What follows belongs to an exercise in optimizing a design on an open flow for a short achievable clock period and few clock cycles; a production flow would make more cautious choices. Function was checked by simulation only, so behaviour that the tests miss may differ from the original. Power is estimated from default activity; no workload was simulated.

**flow/run.sh**
```bash
#!/bin/bash
# synth_recipe.tcl (not shown) runs the flow's synth.tcl, then flattens the netlist and writes it again
# the make line also repeats each setting of config.mk as NAME=value (left out here)
make -C /OpenROAD-flow-scripts/flow DESIGN_CONFIG=/design/flow/config.mk WORK_HOME=/design/flow/orfs CLKGATE_MAP_FILE= SYNTH_SCRIPT=/design/flow/synth_recipe.tcl finish
```
**flow/constraint.sdc**
```tcl
create_clock -name core_clock -period 6.0 [get_ports {clk_i}]
set_input_delay 1.2000 -clock core_clock [delete_from_list [all_inputs] [get_ports {clk_i}]]
set_output_delay 1.2000 -clock core_clock [all_outputs]
set_load 0.01 [all_outputs]
```
**flow/config.mk**
```make
export PLATFORM = sky130hd
export DESIGN_NAME = cache_top
export DESIGN_NICKNAME = cache_top
export VERILOG_FILES = /design/flow/design.v
export SDC_FILE = /design/flow/constraint.sdc
export NUM_CORES = 4
export LEC_CHECK = 0
export ABC_CLOCK_PERIOD_IN_PS = 2500
export CAP_MARGIN = 20
export CORE_MARGIN = 2
export CORE_UTILIZATION = 35
export SETUP_SLACK_MARGIN = 3.0
export SLEW_MARGIN = 20
export TNS_END_PERCENT = 5
```
**flow/design.v**
```verilog
`default_nettype none
package cache_pkg;
    localparam int XLEN = 32;
    localparam int OFFSET_BITS = 2;
    typedef logic [XLEN-1:0] word_t;
    typedef enum logic [2:0] {
        IDLE,
        LOOKUP,
        WRITEBACK,
        FILL,
        DONE
    } cache_state_e;
    typedef enum logic {
        WAY0 = 1'b0,
        WAY1 = 1'b1
    } way_e;
endpackage
`default_nettype wire
`default_nettype none
`default_nettype wire
`default_nettype none
`default_nettype wire
`timescale 1ns/1ps
`default_nettype none
module cache_top #(
    parameter int SET_BITS = 4
) (
    input  wire logic             clk_i,
    input  wire logic             rst_i,
    input  wire logic             read_i,
    input  wire logic             write_i,
    input  wire cache_pkg::word_t address_i,
    input  wire cache_pkg::word_t writedata_i,
    output cache_pkg::word_t      readdata_o,
    output logic                  stb_o,
    output logic                  busy_o,
    input  wire cache_pkg::word_t mem_readdata_i,
    input  wire logic             mem_ack_i,
    output cache_pkg::word_t      mem_address_o,
    output cache_pkg::word_t      mem_writedata_o,
    output logic                  mem_read_o,
    output logic                  mem_write_o
);
    localparam int SETS     = 1 << SET_BITS;
    localparam int OFF      = cache_pkg::OFFSET_BITS;
    localparam int TAG_BITS = cache_pkg::XLEN - SET_BITS - OFF;
    localparam int MQD      = 16;   
    localparam int RQD      = 32;   
    localparam int IDW      = 4;    
    typedef logic [TAG_BITS-1:0] tag_t;
    typedef logic [31:0]         word_t;
    logic [SETS-1:0] valid0_q, valid1_q, dirty0_q, dirty1_q, pend0_q, pend1_q, lru_q;
    tag_t            tag0_q  [SETS];
    tag_t            tag1_q  [SETS];
    word_t           data0_q [SETS];
    word_t           data1_q [SETS];
    logic [IDW-1:0]  pid0_q  [SETS];
    logic [IDW-1:0]  pid1_q  [SETS];
    logic [IDW-1:0]  nid_q;
    logic            s1_v_q, s1_rd_q;
    word_t           s1_addr_q, s1_wdata_q;
    logic [SETS-1:0] s1_sdec_q, s1_eq0_q, s1_eq1_q;
    logic            s1_same_q;
    logic            busy_q;
    logic            s0_v_q, s0_rd_q;
    word_t           s0_addr_q, s0_wdata_q;
    logic [SETS-1:0] s0_sel0_q, s0_sel1_q;    
    logic            s0_hit_q, s0_way_q, s0_wb_q, s0_rmiss_q, s0_dnew_q;
    logic [MQD:0]             mq_t_q;     
    logic                     mq_ok_q;    
    logic                     mq_w_q   [MQD];
    word_t                    mq_a_q   [MQD];
    word_t                    mq_d_q   [MQD];
    logic [SET_BITS-1:0]      mq_set_q [MQD];
    logic                     mq_way_q [MQD];
    logic [IDW-1:0]           mq_id_q  [MQD];
    logic                     mem_read_q, mem_write_q;
    logic [RQD:0]             rq_t_q;     
    logic                     rq_ok_q;    
    logic                     rq_wait_q[RQD];
    logic [IDW-1:0]           rq_id_q  [RQD];
    word_t                    rq_d_q   [RQD];
    logic                     stb_q;
    word_t                    readdata_q;
    tag_t            s0_tag;
    logic [SET_BITS-1:0] s0_set;
    logic            f_go;
    tag_t            vtag;
    word_t           ldata;
    logic            hp;
    logic [IDW-1:0]  hpid;
    assign s0_tag = s0_addr_q[cache_pkg::XLEN-1 -: TAG_BITS];
    assign s0_set = s0_addr_q[OFF +: SET_BITS];
    assign f_go   = s0_v_q && mq_ok_q && rq_ok_q;
    always_comb begin
        vtag  = '0;
        ldata = '0;
        hp    = 1'b0;
        hpid  = '0;
        for (int s = 0; s < SETS; s++) begin
            vtag  = vtag  | (tag0_q[s]  & {TAG_BITS{s0_sel0_q[s]}}) | (tag1_q[s]  & {TAG_BITS{s0_sel1_q[s]}});
            ldata = ldata | (data0_q[s] & {32{s0_sel0_q[s]}})       | (data1_q[s] & {32{s0_sel1_q[s]}});
            hp    = hp    | (pend0_q[s] & s0_sel0_q[s])             | (pend1_q[s] & s0_sel1_q[s]);
            hpid  = hpid  | (pid0_q[s]  & {IDW{s0_sel0_q[s]}})      | (pid1_q[s]  & {IDW{s0_sel1_q[s]}});
        end
    end
    logic            accept, x_from_s1;
    logic            x_rd;
    word_t           x_addr;
    tag_t            in_tag;
    logic [SETS-1:0] in_sdec, in_eq0, in_eq1;
    logic            in_same;
    logic [SETS-1:0] x_sdec, x_eq0, x_eq1;
    logic            x_same;
    logic [SETS-1:0] sh_hit, sh_way, sh_wb, sh_hd;
    logic            x_hit, x_way, x_wb, x_hd, x_rmiss, x_dnew;
    assign accept    = !busy_q && (read_i || write_i);
    assign x_from_s1 = s1_v_q;
    assign in_tag    = address_i[cache_pkg::XLEN-1 -: TAG_BITS];
    assign in_same   = (in_tag == s0_tag);
    always_comb begin
        in_sdec = '0;
        in_sdec[address_i[OFF +: SET_BITS]] = 1'b1;
        for (int s = 0; s < SETS; s++) begin
            in_eq0[s] = (tag0_q[s] == in_tag);
            in_eq1[s] = (tag1_q[s] == in_tag);
        end
    end
    assign x_rd   = x_from_s1 ? s1_rd_q   : read_i;
    assign x_addr = x_from_s1 ? s1_addr_q : address_i;
    assign x_sdec = x_from_s1 ? s1_sdec_q : in_sdec;
    assign x_eq0  = x_from_s1 ? s1_eq0_q  : in_eq0;
    assign x_eq1  = x_from_s1 ? s1_eq1_q  : in_eq1;
    assign x_same = x_from_s1 ? s1_same_q : in_same;
    always_comb begin
        for (int s = 0; s < SETS; s++) begin
            logic fw0, fw1, e0, e1, v0, v1, d0, d1, l, h0, h1, vic;
            fw0 = f_go && s0_sel0_q[s];
            fw1 = f_go && s0_sel1_q[s];
            e0  = fw0 ? x_same : x_eq0[s];
            e1  = fw1 ? x_same : x_eq1[s];
            v0  = valid0_q[s] || fw0;
            v1  = valid1_q[s] || fw1;
            d0  = fw0 ? s0_dnew_q : dirty0_q[s];
            d1  = fw1 ? s0_dnew_q : dirty1_q[s];
            l   = (fw0 || fw1) ? fw0 : lru_q[s];
            h0  = e0 && v0;
            h1  = e1 && v1;
            vic = !v0 ? 1'b0 : (!v1 ? 1'b1 : l);
            sh_hit[s] = h0 || h1;
            sh_way[s] = (h0 || h1) ? h1 : vic;
            sh_wb[s]  = !(h0 || h1) && (vic ? (v1 && d1) : (v0 && d0));
            sh_hd[s]  = h1 ? d1 : d0;
        end
    end
    assign x_hit   = |(x_sdec & sh_hit);
    assign x_way   = |(x_sdec & sh_way);
    assign x_wb    = |(x_sdec & sh_wb);
    assign x_hd    = |(x_sdec & sh_hd);
    assign x_rmiss = !x_hit && x_rd;
    assign x_dnew  = x_rd ? (x_hit && x_hd) : 1'b1;
    logic mq_pop, fill;
    assign mq_pop = !mq_t_q[0] && mem_ack_i;
    assign fill   = mq_pop && !mq_w_q[0];
    logic [SETS-1:0] fill0, fill1;
    always_comb begin
        for (int s = 0; s < SETS; s++) begin
            fill0[s] = fill && (mq_set_q[0] == s) && !mq_way_q[0] && pend0_q[s] && (pid0_q[s] == mq_id_q[0]);
            fill1[s] = fill && (mq_set_q[0] == s) &&  mq_way_q[0] && pend1_q[s] && (pid1_q[s] == mq_id_q[0]);
        end
    end
    logic            rq_avail, rq_pop;
    word_t           rq_out;
    logic [RQD-1:0]  rq_cap;
    logic            r_wait, r_now;
    logic [IDW-1:0]  r_id;
    always_comb begin
        for (int i = 0; i < RQD; i++) rq_cap[i] = fill && rq_wait_q[i] && (rq_id_q[i] == mq_id_q[0]);
    end
    assign rq_avail = !rq_t_q[0] && (!rq_wait_q[0] || rq_cap[0]);
    assign rq_pop   = rq_avail;
    assign rq_out   = rq_wait_q[0] ? mem_readdata_i : rq_d_q[0];
    assign r_wait = s0_rd_q && (s0_rmiss_q || hp);
    assign r_id   = s0_rmiss_q ? nid_q : hpid;
    assign r_now  = s0_rd_q && !s0_rmiss_q && hp && fill && (hpid == mq_id_q[0]);
    logic [MQD:0] mq_p1, mq_p2;
    logic [RQD:0] rq_p;
    assign mq_p1 = mq_pop ? {1'b0, mq_t_q[MQD:1]} : mq_t_q;
    assign mq_p2 = {mq_p1[MQD-1:0], 1'b0};
    assign rq_p  = rq_pop ? {1'b0, rq_t_q[RQD:1]} : rq_t_q;
    always_ff @(posedge clk_i) begin
        for (int s = 0; s < SETS; s++) begin
            if (fill0[s]) data0_q[s] <= mem_readdata_i;
            if (fill1[s]) data1_q[s] <= mem_readdata_i;
            if (f_go && s0_sel0_q[s]) begin
                tag0_q[s] <= s0_tag;
                if (!s0_rd_q) data0_q[s] <= s0_wdata_q;
                if (s0_rmiss_q) pid0_q[s] <= nid_q;
            end
            if (f_go && s0_sel1_q[s]) begin
                tag1_q[s] <= s0_tag;
                if (!s0_rd_q) data1_q[s] <= s0_wdata_q;
                if (s0_rmiss_q) pid1_q[s] <= nid_q;
            end
        end
        if (!s0_v_q || f_go) begin
            s0_rd_q    <= x_rd;
            s0_addr_q  <= x_addr;
            s0_wdata_q <= x_from_s1 ? s1_wdata_q : writedata_i;
            s0_sel0_q  <= x_sdec & ~sh_way;
            s0_sel1_q  <= x_sdec & sh_way;
            s0_hit_q   <= x_hit;
            s0_way_q   <= x_way;
            s0_wb_q    <= x_wb;
            s0_rmiss_q <= x_rmiss;
            s0_dnew_q  <= x_dnew;
        end else if (accept) begin
            s1_rd_q    <= read_i;
            s1_addr_q  <= address_i;
            s1_wdata_q <= writedata_i;
            s1_sdec_q  <= in_sdec;
            s1_eq0_q   <= in_eq0;
            s1_eq1_q   <= in_eq1;
            s1_same_q  <= in_same;
        end
        begin
            for (int i = 0; i + 1 < MQD; i++) begin
                if (mq_pop) begin
                    mq_w_q[i]   <= mq_w_q[i+1];
                    mq_a_q[i]   <= mq_a_q[i+1];
                    mq_d_q[i]   <= mq_d_q[i+1];
                    mq_set_q[i] <= mq_set_q[i+1];
                    mq_way_q[i] <= mq_way_q[i+1];
                    mq_id_q[i]  <= mq_id_q[i+1];
                end
            end
            for (int i = 0; i < MQD; i++) begin
                if (f_go && s0_wb_q && mq_p1[i]) begin
                    mq_w_q[i]   <= 1'b1;
                    mq_a_q[i]   <= {vtag, s0_set, {OFF{1'b0}}};
                    mq_d_q[i]   <= ldata;
                end else if (f_go && s0_rmiss_q && (s0_wb_q ? mq_p2[i] : mq_p1[i])) begin
                    mq_w_q[i]   <= 1'b0;
                    mq_a_q[i]   <= s0_addr_q;
                    mq_set_q[i] <= s0_set;
                    mq_way_q[i] <= s0_way_q;
                    mq_id_q[i]  <= nid_q;
                end
            end
        end
        begin
            for (int i = 0; i < RQD; i++) begin
                if (rq_pop) begin
                    if (i + 1 < RQD) begin
                        rq_wait_q[i] <= rq_wait_q[i+1] && !rq_cap[i+1];
                        rq_id_q[i]   <= rq_id_q[i+1];
                        rq_d_q[i]    <= rq_cap[i+1] ? mem_readdata_i : rq_d_q[i+1];
                    end
                end else begin
                    rq_wait_q[i] <= rq_wait_q[i] && !rq_cap[i];
                    if (rq_cap[i]) rq_d_q[i] <= mem_readdata_i;
                end
            end
            for (int i = 0; i < RQD; i++) begin
                if (f_go && rq_p[i]) begin
                    rq_wait_q[i] <= r_wait && !r_now;
                    rq_d_q[i]    <= r_now ? mem_readdata_i : ldata;
                    rq_id_q[i]   <= r_id;
                end
            end
        end
        if (rq_pop) readdata_q <= rq_out;
        if (rst_i) begin
            valid0_q    <= '0;
            valid1_q    <= '0;
            dirty0_q    <= '0;
            dirty1_q    <= '0;
            pend0_q     <= '0;
            pend1_q     <= '0;
            lru_q       <= '0;
            s0_v_q      <= 1'b0;
            s1_v_q      <= 1'b0;
            busy_q      <= 1'b0;
            mq_t_q      <= {{MQD{1'b0}}, 1'b1};
            mq_ok_q     <= 1'b1;
            mem_read_q  <= 1'b0;
            mem_write_q <= 1'b0;
            rq_t_q      <= {{RQD{1'b0}}, 1'b1};
            rq_ok_q     <= 1'b1;
            stb_q       <= 1'b0;
        end else begin
            for (int s = 0; s < SETS; s++) begin
                if (fill0[s]) pend0_q[s] <= 1'b0;
                if (fill1[s]) pend1_q[s] <= 1'b0;
                if (f_go && s0_sel0_q[s]) begin
                    valid0_q[s] <= 1'b1;
                    dirty0_q[s] <= s0_dnew_q;
                    if (!s0_rd_q || s0_rmiss_q) pend0_q[s] <= s0_rmiss_q;
                end
                if (f_go && s0_sel1_q[s]) begin
                    valid1_q[s] <= 1'b1;
                    dirty1_q[s] <= s0_dnew_q;
                    if (!s0_rd_q || s0_rmiss_q) pend1_q[s] <= s0_rmiss_q;
                end
                if (f_go && (s0_sel0_q[s] || s0_sel1_q[s])) lru_q[s] <= s0_sel0_q[s];
            end
            if (f_go && s0_rmiss_q) nid_q <= nid_q + 1'b1;
            begin
                logic [1:0] occ;
                occ = {1'b0, s0_v_q} + {1'b0, s1_v_q} + {1'b0, accept} - {1'b0, f_go};
                s0_v_q <= (occ != 0);
                s1_v_q <= (occ == 2);
                busy_q <= (occ == 2);
            end
            begin
                logic [MQD:0] n;
                logic         w0;
                n = mq_p1;
                if (f_go && s0_wb_q)    n = {n[MQD-1:0], 1'b0};
                if (f_go && s0_rmiss_q) n = {n[MQD-1:0], 1'b0};
                mq_t_q  <= n;
                mq_ok_q <= !(n[MQD] || n[MQD-1]);
                if (mq_pop) w0 = !mq_t_q[1] ? mq_w_q[1] : s0_wb_q;
                else        w0 = !mq_t_q[0] ? mq_w_q[0] : s0_wb_q;
                mem_read_q  <= !n[0] && !w0;
                mem_write_q <= !n[0] &&  w0;
            end
            begin
                logic [RQD:0] n;
                n = f_go ? {rq_p[RQD-1:0], 1'b0} : rq_p;
                rq_t_q  <= n;
                rq_ok_q <= !n[RQD];
            end
            stb_q <= rq_pop;
        end
    end
    assign busy_o          = busy_q;
    assign stb_o           = stb_q;
    assign readdata_o      = readdata_q;
    assign mem_read_o      = mem_read_q;
    assign mem_write_o     = mem_write_q;
    assign mem_address_o   = mq_a_q[0];
    assign mem_writedata_o = mq_d_q[0];
endmodule
`default_nettype wire
```
==> results of run 1 <==
==> cell type report <==
cell class / count / area (um2)
fillers: 59300 / 364000
well taps: 8322 / 10400
clock inverters: 182 / 1810
repair buffers: 1412 / 15200
clock buffers: 785 / 15400
diodes: 39 / 97.6
flip-flops and latches: 4772 / 120000
multi-input cells: 14400 / 93700
inverters: 472 / 1900
==> worst max path at each step <==
stage	cells past startpoint	endpoint	start	slack, ps
global route	14	rq_d_q[20][5]	s0_sel0_q[11]	2060
detailed placement	12	s0_wb_q	address_i[27]	-40
global placement	12	s0_wb_q	address_i[27]	-700
CTS	12	rq_d_q[0][29]	s0_sel0_q[11]	2170
finish	8	mq_a_q[3][23]	s0_sel0_q[10]	2030
floorplan	6	s1_addr_q[0]	s0_v_q	-1890
==> metal layers <==
| metal | GRT usage, % | part of all wire (%) |
|---|---|---|
| met3 | 7.98 | 12 |
| met2 | 45.6 | 42 |
| met1 | 37.8 | 36 |
| met4 | 23.6 | 9.8 |
| met5 | 0 | 0.040 |
==> power groups by stage <==
stage	Combinational, W	Sequential, W	Clock [W]
after global placement	0.0407	0.0550	0
final	0.0482	0.0544	0.0332
after floorplan	0.0250	0.0521	0
after CTS	0.0455	0.0542	0.0333
after global routing	0.0497	0.0551	0.0346
after detailed placement	0.0415	0.0551	0
==> through the flow <==
| stage | utilization, % | setup slack, ps | power, W | hold WS (ps) | instance area [um2] |
|---|---|---|---|---|---|
| after floorplan | - | -1890 | 0.0771 | 426 | 219000 |
| after global placement | 37.0 | -698 | 0.0957 | 440 | 230000 |
| after detailed placement | 37.0 | -44.5 | 0.0966 | 442 | 231000 |
| after CTS | 40.9 | 2170 | 0.133 | 327 | 255000 |
| after global routing | 41.4 | 2060 | 0.139 | 356 | 258000 |
| final | 41.5 | 2030 | 0.136 | 327 | 258000 |
==> sequential cells by signal (all words and copies together), names as in the netlist, 32 cells and up <==
name        flops
data0_q       512
pid0_q         64
readdata_q     32
s0_addr_q      32
s1_addr_q      32
rq_wait_q      32
mq_d_q        512
mq_a_q        512
data1_q       512
s0_wdata_q     32
rq_t_q         33
mq_id_q        64
rq_id_q       128
tag0_q        416
tag1_q        416
rq_d_q       1024
mq_set_q       64
pid1_q         64
s1_wdata_q     32
==> layout by cell type (no fill, tap or decap), types with 161 or more instances in the layout <==
cell / count
a22oi_1: 770
xnor2_1: 430
o31ai_1: 927
edfxtp_1: 2405
inv_1: 417
mux2_2: 161
mux2i_1: 1263
clkbuf_1: 167
xor2_1: 632
a21oi_1: 1644
nor2_1: 2857
a222oi_1: 365
buf_4: 890
o21ai_0: 487
nand3_1: 229
o22ai_1: 972
nand4_1: 260
buf_12: 188
clkbuf_16: 566
nand2_1: 1883
dfxtp_1: 2358
==> what timing repair did <==
| item | 4_1_cts | 5_1_grt |
|---|---|---|
| gates cloned | 65 | 40 |
| resized for setup | 637 | 246 |
| pin swaps | 158 | 85 |
| buffers inserted | 272 | 75 |
| endpoints found under the setup margin | 5797 | 3788 |
| endpoints found under the hold margin | 0 | 0 |
==> kinds of logic after synthesis <==
| logic type | after synthesis | synth area share (%) |
|---|---|---|
| AND/OR/NAND/NOR | 5975 | 11.4 |
| AO/OA/AOI/OAI | 5737 | 17.3 |
| flip-flops | 4772 | 54.7 |
| buffers and inverters | 2677 | 5.08 |
| multiplexers | 1481 | 6.95 |
| XOR/XNOR | 1122 | 4.50 |
| adder cells (fa/ha/maj) | 8 | 0.0493 |
==> impl_results.md, run 1 <==
- Status: timing/DRC/antenna clean
- Critical Path Fanout Max: 17
- Post-synth EDFFs: about 2400
- Worst min path class: in -> reg
- Final Skew: roughly 94 ps
- Routed WL: between 1000000 and 1500000 um
- Root buffer cell: clkbuf_16
- Die area: about 630000 um2
- Post-Route Setup TNS: 0 ps
- Syn Nets: 21900
- Clk sinks: around 4800
- Final hold vios: 0
- Slew @ Worst Pin: between 1000 and 1500 ps
- FF-to-FF End: mq_a_q[3][23]
- Final cell count without fillers: between 30000 and 40000
- Die width: between 700 and 800 um
- Synthesized area: between 200000 and 250000 um2
- Max incr delay on CP: between 700 and 800 ps
- Num ports: about 200
- Cell family with most CP delay: simple AND/OR/NAND/NOR gates
- First-pass GRT wire length: approximately 1400000 um
- Commonest cells post-synth: nor2_1 (2914), edfxtp_1 (2405), dfxtp_1 (2367)
- FF+latch count, synth: between 4000 and 5000
- Vias per cell: roughly 6.2
- Max-slew headroom: ~14%
- IO buf count: 200
- Reg2reg path depth: 8
- Setup slack, reg-to-reg: 2030 ps
- CP most frequent cell: buf_12
- Final setup fails: 0
- HP Start: address_i[18]
- Main synth FF type: edfxtp_1
- Hold Crit Depth: 1
- CTS clk-pin slew, worst paths: about 60 ps
- Detailed-route DRC error count: 0
- Num CTS Buffers: roughly 540
- Mapped Cells: between 20000 and 25000
- DR pass1 iterations: 15
- Synth area leaders: edfxtp_1 (33%), dfxtp_1 (22%), mux2i_1 (5.9%)
- Fin crit period: just under 4000 ps
- Flop pwr share: about two fifths
- Layout cells sized above 1: approximately 14%
- Most frequent cell after synthesis: nor2_1
- Reg2Reg Launch Point: s0_sel0_q[10]
- Critical path launch point type: flip-flop
- MaxCap Viol Count: 0
- P_leak: approximately 90 nW
- Initial DRC count: 31200
- FFs w/ async S/R, synth: 0%
- Antenna-violating nets left: 0
- Pins over their slew limit: 0
- Initial antenna violation count: 70
- Hold endpoint: s1_addr_q[18]
- Sequential fraction of the synthesis area: 54.7%
- Period utilization: 66.2%
- Crit path kind: reg -> reg
- RSZ-0062 raised after global routing: yes
- Warning count from the yosys run: 16
- Switching Power: between 0.05 and 0.06 W
- H-tree levels: 6
- # rows: between 200 and 300
- DR vias: roughly 190k
- Peak VDD IR: around 390 uV
- Crit end category: flip-flop
- P&R area growth vs syn: 18.2%
- Combinational power share: around 36%
- Req. time, crit path: 6810 ps
- Fmax: 252 MHz
- Leading area contributor after synthesis: edfxtp_1
- Clock power frac: between 20% and 30%
- Height of the die: between 700 and 800 um
- Sw frac: roughly two fifths
- WP buf/inv: 4
- Slowest library cell on the worst path: a22oi_1
- Power density over cell area: around 530 nW/um2
- Crit-path cells: buf_6 > buf_12 > a22oi_1 > nand4_1 > or4_4 > buf_12 > a222oi_1 > inv_1
- Avg Cell Area, Syn: about 10 um2
- WP data arrival: 4780 ps
- Yosys cell types: between 80 and 90
- Post-DR wirelength/cell: approximately 34 um
- Nets@finish: 21700
- Internal Power: 0.0824 W
- Clock tree buffer depth: 4
- DP Wirelength: 621000 um
- CTS Hold Bufs: 0
- Starting density of the core: 35.1%
- Total track usage: between 30% and 40%
- Gr ovfl total: 0
- Yosys top cell area share: roughly 33%
- CTS tree: yes
- Std-Cell Core Area: approximately 620000 um2
- Cells after DPL: a little under 30000
- RePlAce Congestion: approximately 1.0
- Clock latency (worst-skew pair): 1150 ps
- Largest net degree at the start of global routing: roughly 150
- Vias in the first global route: between 150k and 200k
Testbench counts, summed over its fixed seeds: cycles 12,434.
==> run 2: changes to the inputs <==
--- a/flow/design.v
+++ b/flow/design.v
@@ -82,6 +82,9 @@
     word_t                    rq_d_q   [RQD];
     logic                     stb_q;
     word_t                    readdata_q;
+    logic                     lf_v_q;
+    logic [IDW-1:0]           lf_id_q;
+    word_t                    lf_d_q;
     tag_t            s0_tag;
     logic [SET_BITS-1:0] s0_set;
     logic            f_go;
@@ -172,17 +175,20 @@
     logic            rq_avail, rq_pop;
     word_t           rq_out;
     logic [RQD-1:0]  rq_cap;
-    logic            r_wait, r_now;
+    logic            r_wait;
+    logic [RQD-1:0]  rq_capl;
     logic [IDW-1:0]  r_id;
     always_comb begin
-        for (int i = 0; i < RQD; i++) rq_cap[i] = fill && rq_wait_q[i] && (rq_id_q[i] == mq_id_q[0]);
+        for (int i = 0; i < RQD; i++) begin
+            rq_capl[i] = lf_v_q && rq_wait_q[i] && (rq_id_q[i] == lf_id_q);
+            rq_cap[i]  = (fill && rq_wait_q[i] && (rq_id_q[i] == mq_id_q[0])) || rq_capl[i];
+        end
     end
     assign rq_avail = !rq_t_q[0] && (!rq_wait_q[0] || rq_cap[0]);
     assign rq_pop   = rq_avail;
-    assign rq_out   = rq_wait_q[0] ? mem_readdata_i : rq_d_q[0];
+    assign rq_out   = !rq_wait_q[0] ? rq_d_q[0] : (rq_capl[0] ? lf_d_q : mem_readdata_i);
     assign r_wait = s0_rd_q && (s0_rmiss_q || hp);
     assign r_id   = s0_rmiss_q ? nid_q : hpid;
-    assign r_now  = s0_rd_q && !s0_rmiss_q && hp && fill && (hpid == mq_id_q[0]);
     logic [MQD:0] mq_p1, mq_p2;
     logic [RQD:0] rq_p;
     assign mq_p1 = mq_pop ? {1'b0, mq_t_q[MQD:1]} : mq_t_q;
@@ -254,22 +260,24 @@
                     if (i + 1 < RQD) begin
                         rq_wait_q[i] <= rq_wait_q[i+1] && !rq_cap[i+1];
                         rq_id_q[i]   <= rq_id_q[i+1];
-                        rq_d_q[i]    <= rq_cap[i+1] ? mem_readdata_i : rq_d_q[i+1];
+                        rq_d_q[i]    <= !rq_cap[i+1] ? rq_d_q[i+1] : (rq_capl[i+1] ? lf_d_q : mem_readdata_i);
                     end
                 end else begin
                     rq_wait_q[i] <= rq_wait_q[i] && !rq_cap[i];
-                    if (rq_cap[i]) rq_d_q[i] <= mem_readdata_i;
+                    if (rq_cap[i]) rq_d_q[i] <= rq_capl[i] ? lf_d_q : mem_readdata_i;
                 end
             end
             for (int i = 0; i < RQD; i++) begin
                 if (f_go && rq_p[i]) begin
-                    rq_wait_q[i] <= r_wait && !r_now;
-                    rq_d_q[i]    <= r_now ? mem_readdata_i : ldata;
+                    rq_wait_q[i] <= r_wait;
+                    rq_d_q[i]    <= ldata;
                     rq_id_q[i]   <= r_id;
                 end
             end
         end
         if (rq_pop) readdata_q <= rq_out;
+        lf_id_q <= mq_id_q[0];
+        lf_d_q  <= mem_readdata_i;
         if (rst_i) begin
             valid0_q    <= '0;
             valid1_q    <= '0;
@@ -288,7 +296,9 @@
             rq_t_q      <= {{RQD{1'b0}}, 1'b1};
             rq_ok_q     <= 1'b1;
             stb_q       <= 1'b0;
+            lf_v_q      <= 1'b0;
         end else begin
+            lf_v_q <= fill;
             for (int s = 0; s < SETS; s++) begin
                 if (fill0[s]) pend0_q[s] <= 1'b0;
                 if (fill1[s]) pend1_q[s] <= 1'b0;
==> impl_results.md, run 2 <==
- Clk sinks: 4809 (+0.78%)
- Syn Nets: 24300 (+11%)
- Std-Cell Core Area: 677000 um2 (+8.8%)
- RePlAce Congestion: 1.09 (+4.2%)
- DR pass1 iterations: 15 (unchanged)
- Post-DR wirelength/cell: 33.0 um (-2.7%)
- P_leak: 98.4 nW (+9.4%)
- Most frequent cells in the layout: mux2i_1 (3128), nor2_1 (2755), a21oi_1 (2576)
- Power density over cell area: 510 nW/um2 (-3.1%)
- Fmax: 250 MHz (-0.69%)
- DP Wirelength: 647000 um (+4.2%)
- Clock tree buffer depth: 4 (unchanged)
- Leading cell type in the layout, fill and taps excluded: mux2i_1
- Detailed-route DRC error count: 0 (unchanged)
- MaxCap Viol Count: 0 (unchanged)
- Mapped Cells: 24100 (+11%)
- Slowest library cell on the worst path: nand4_1
- FFs w/ async S/R, synth: 0% (unchanged)
- Warning count from the yosys run: 16 (unchanged)
- Period utilization: 66.6% (+0.46 points)
- Sequential fraction of the synthesis area: 50.5% (-4.2 points)
- WP data arrival: 4850 ps (+70 ps)
- Crit path kind: reg -> reg
- Worst min path class: in -> reg
- Starting density of the core: 35.2% (+0.079 points)
- H-tree levels: 6 (unchanged)
- Layout cells sized above 1: 14.0% (+0.12 points)
- Fin crit period: 4000 ps (+27.6 ps)
- Crit end category: flip-flop
- Clock latency (worst-skew pair): 1200 ps (+50 ps)
- Max-slew headroom: 12.8% (-1.1 points)
- Vias per cell: 6.09 (-1.9%)
- Synth area leaders: edfxtp_1 (30%), dfxtp_1 (20%), mux2i_1 (13%)
- Total track usage: 29.6% (-0.96 points)
- P&R area growth vs syn: 18.0%
- Final setup fails: 0 (unchanged)
- # rows: 302 (+4.1%)
- Met3 Routed Length: 135000 um (+9.4%)
- CTS clk-pin slew, worst paths: 60 ps (about the same)
- Setup slack, reg-to-reg: 2000 ps (-30 ps)
- Peak VDD IR: 566 uV (+46%)
- Height of the die: 829 um (+4.4%)
- Critical path launch point type: flip-flop
- Final hold vios: 0 (unchanged)
- DR vias: 204000 (+8.2%)
- Nets@finish: 24000 (+11%)
- Post-synth EDFFs: 2405 (unchanged)
- Biggest register: rq_d_q
- Final Skew: 122 ps (+27.5 ps)
- Final cell count without fillers: 33500 (+10%)
- Leading area contributor after synthesis: edfxtp_1
- FF+latch count, synth: 4809 (+0.78%)
- Num CTS Buffers: 545 (+0.18%)
- CTS tree: yes
- Slew @ Worst Pin: 1300 ps (+12.1 ps)
- Max incr delay on CP: 1020 ps (+260 ps)
- Antenna-violating nets left: 0 (unchanged)
- IO buf count: 200 (unchanged)
- Root buffer cell: clkbuf_16
- Cells after DPL: 31700 (+9.6%)
- Die area: 687000 um2 (+8.9%)
- Initial DRC count: 34400 (+10%)
- Vias in the first global route: 182000 (+6.0%)
- Yosys cell types: 89 (+6.0%)
- First-pass GRT wire length: 1470000 um (+6.2%)
- Num ports: 201 (unchanged)
- Most frequent cell after synthesis: mux2i_1
- Largest net degree at the start of global routing: 134 (-13%)
- DRT met1 WL: 416000 um (+12%)
- Yosys top cell area share: 30.3% (-2.7 points)
- Main synth FF type: edfxtp_1
- Avg Cell Area, Syn: 9.86 um2 (-1.7%)
- RSZ-0062 raised after global routing: yes
- Pins over their slew limit: 0 (unchanged)
- Gr ovfl total: 0 (unchanged)
- Post-Route Setup TNS: 0 ps (unchanged)
- Initial antenna violation count: 109 (+56%)
- Status: timing/DRC/antenna clean
- Flip-flop count of the largest register after layout: 1024 (unchanged)
- Crit-path cells: buf_6 > a22oi_2 > nand4_1 > or4_4 > buf_12 > a222oi_1 > inv_1
- Routed WL: 1110000 um (+7.3%)
- Req. time, crit path: 6860 ps (+50 ps)
- Top Metal Used: met5
- Synthesized area: 238000 um2 (+9.0%)
- DR WL met2: 460000 um (+5.5%)
- Die width: 829 um (+4.4%)
- Commonest cells post-synth: mux2i_1 (3154), nor2_1 (2792), a21oi_1 (2603)
- Worst Hold Margin: 267 ps (-60.2 ps)
- Critical Path Fanout Max: 15 (-2)
[run 2: changes by cell type after synthesis, sizes merged, moves of 119 or more]
cell and delta:
o31ai -967, o22ai -941, mux2i +1863, nor2 -123, nand3 -119, xnor2 +129
a21oi +937, nor3 +128, clkbuf +258, o21ai +909
[run 2: through the flow]
| step | utilization, % | cell area [um2] | total power, W | setup slack [ps] |
|---|---|---|---|---|
| CTS | 40.5 | 274000 | 0.138 | 2610 |
| finish | 41.5 | 281000 | 0.143 | 2000 |
| global route | 41.5 | 281000 | 0.147 | 2280 |
| floorplan | - | 238000 | 0.0808 | -2170 |
| global placement | 36.8 | 249000 | 0.0988 | 22.1 |
| detailed placement | 36.9 | 250000 | 0.0999 | -4.27 |
[run 2: path summary, 6_finish.rpt]
kind / depth (start not counted) / start / endpoint
setup / recovery: 7 / s0_sel0_q[11] / mq_a_q[2][25]
hold / removal: 1 / mem_readdata_i[27] / lf_d_q[27]
setup reg to reg: 7 / s0_sel0_q[11] / mq_a_q[2][25]
hold reg to reg: 1 / mq_w_q[15] / mq_w_q[15]
[run 2: logic make-up after synthesis]
logic type,share of synthesized area (%)
buf+inv,5.47
mux,14.4
flops,50.5
fa+ha+maj,0.0452
compound gates,14.6
xor+xnor,4.49
simple gates,10.4
[run 2: layout make-up]
| type | instances | area (um2) |
|---|---|---|
| well taps | 8968 | 11200 |
| clock buffers | 794 | 15800 |
| repair inverters | 5 | 88.8 |
| flip-flops and latches | 4809 | 120000 |
| inverters | 495 | 1940 |
| diodes | 171 | 428 |
| fillers | 64700 | 396000 |
| repair buffers | 1712 | 19100 |
| clock inverters | 191 | 2180 |
| multi-input cells | 16400 | 110000 |
[run 2: per-layer routing]
metal / vias to the layer above / global-route usage [%]
met5: - / 0.172
met4: 46 / 19.9
met3: 3411 / 8.54
met2: 14800 / 42.9
met1: 99500 / 38.2
li1: 86400 / -
[run 2: what timing repair did]
item	4_1_cts	5_1_grt
setup buffers	286	242
endpoints found under the setup margin	5710	3527
pin swaps	172	128
gates cloned	50	81
hold endpoints to repair	0	0
resized for setup	776	447
hold buffers	0	0
[run 2: power by group]
part	internal, W	switching [W]	total [W]
combinational	0.0189	0.0364	0.0552
clock	0.0199	0.0147	0.0346
sequential	0.0476	0.00576	0.0533
total	0.0863	0.0569	0.143
[run 2: worst max-delay path: cells and delay by family, from the launching register on]
kind	cells	cell delay [ps]
AND/OR/NAND/NOR	2	2000
buffers and inverters	3	520
AO/OA/AOI/OAI	2	610
flip-flops	1	450
Testbench counts of run 2, summed over its fixed seeds: cycles 12,434.

-- what the ideal ports hide --
The results above use ideal ports. As a check the final layouts listed here were re-extracted and re-timed, cells and wires unchanged.
Step 1: set_driving_cell puts a clkbuf_16 on clk_i and a buf_2 on each other input, an assumption about the parent block.
Step 2 adds t to the input delays and takes it off the output delays; t is the mean of the earliest and latest rising clock arrival at the registers after step 1. Input paths then give back, and output paths get back, about the clock's delay inside the block.
Three values: ideal ports, drivers, drivers and shift; two values: the first two.
run	t, ns	slack for setup (ns)	worst setup path after step 2	clock arrival spread, ns
run 1	1.249	2.031 / 2.031 / 1.001	input to register	0.094 / 0.095
run 2	1.248	2.003 / 2.003 / 1.224	input to register	0.139 / 0.139
After both steps setup and hold are still met in every run listed. The setup slack of run 1, which loses most, moves by 0.000 ns with the drivers and by -1.030 ns with both steps.
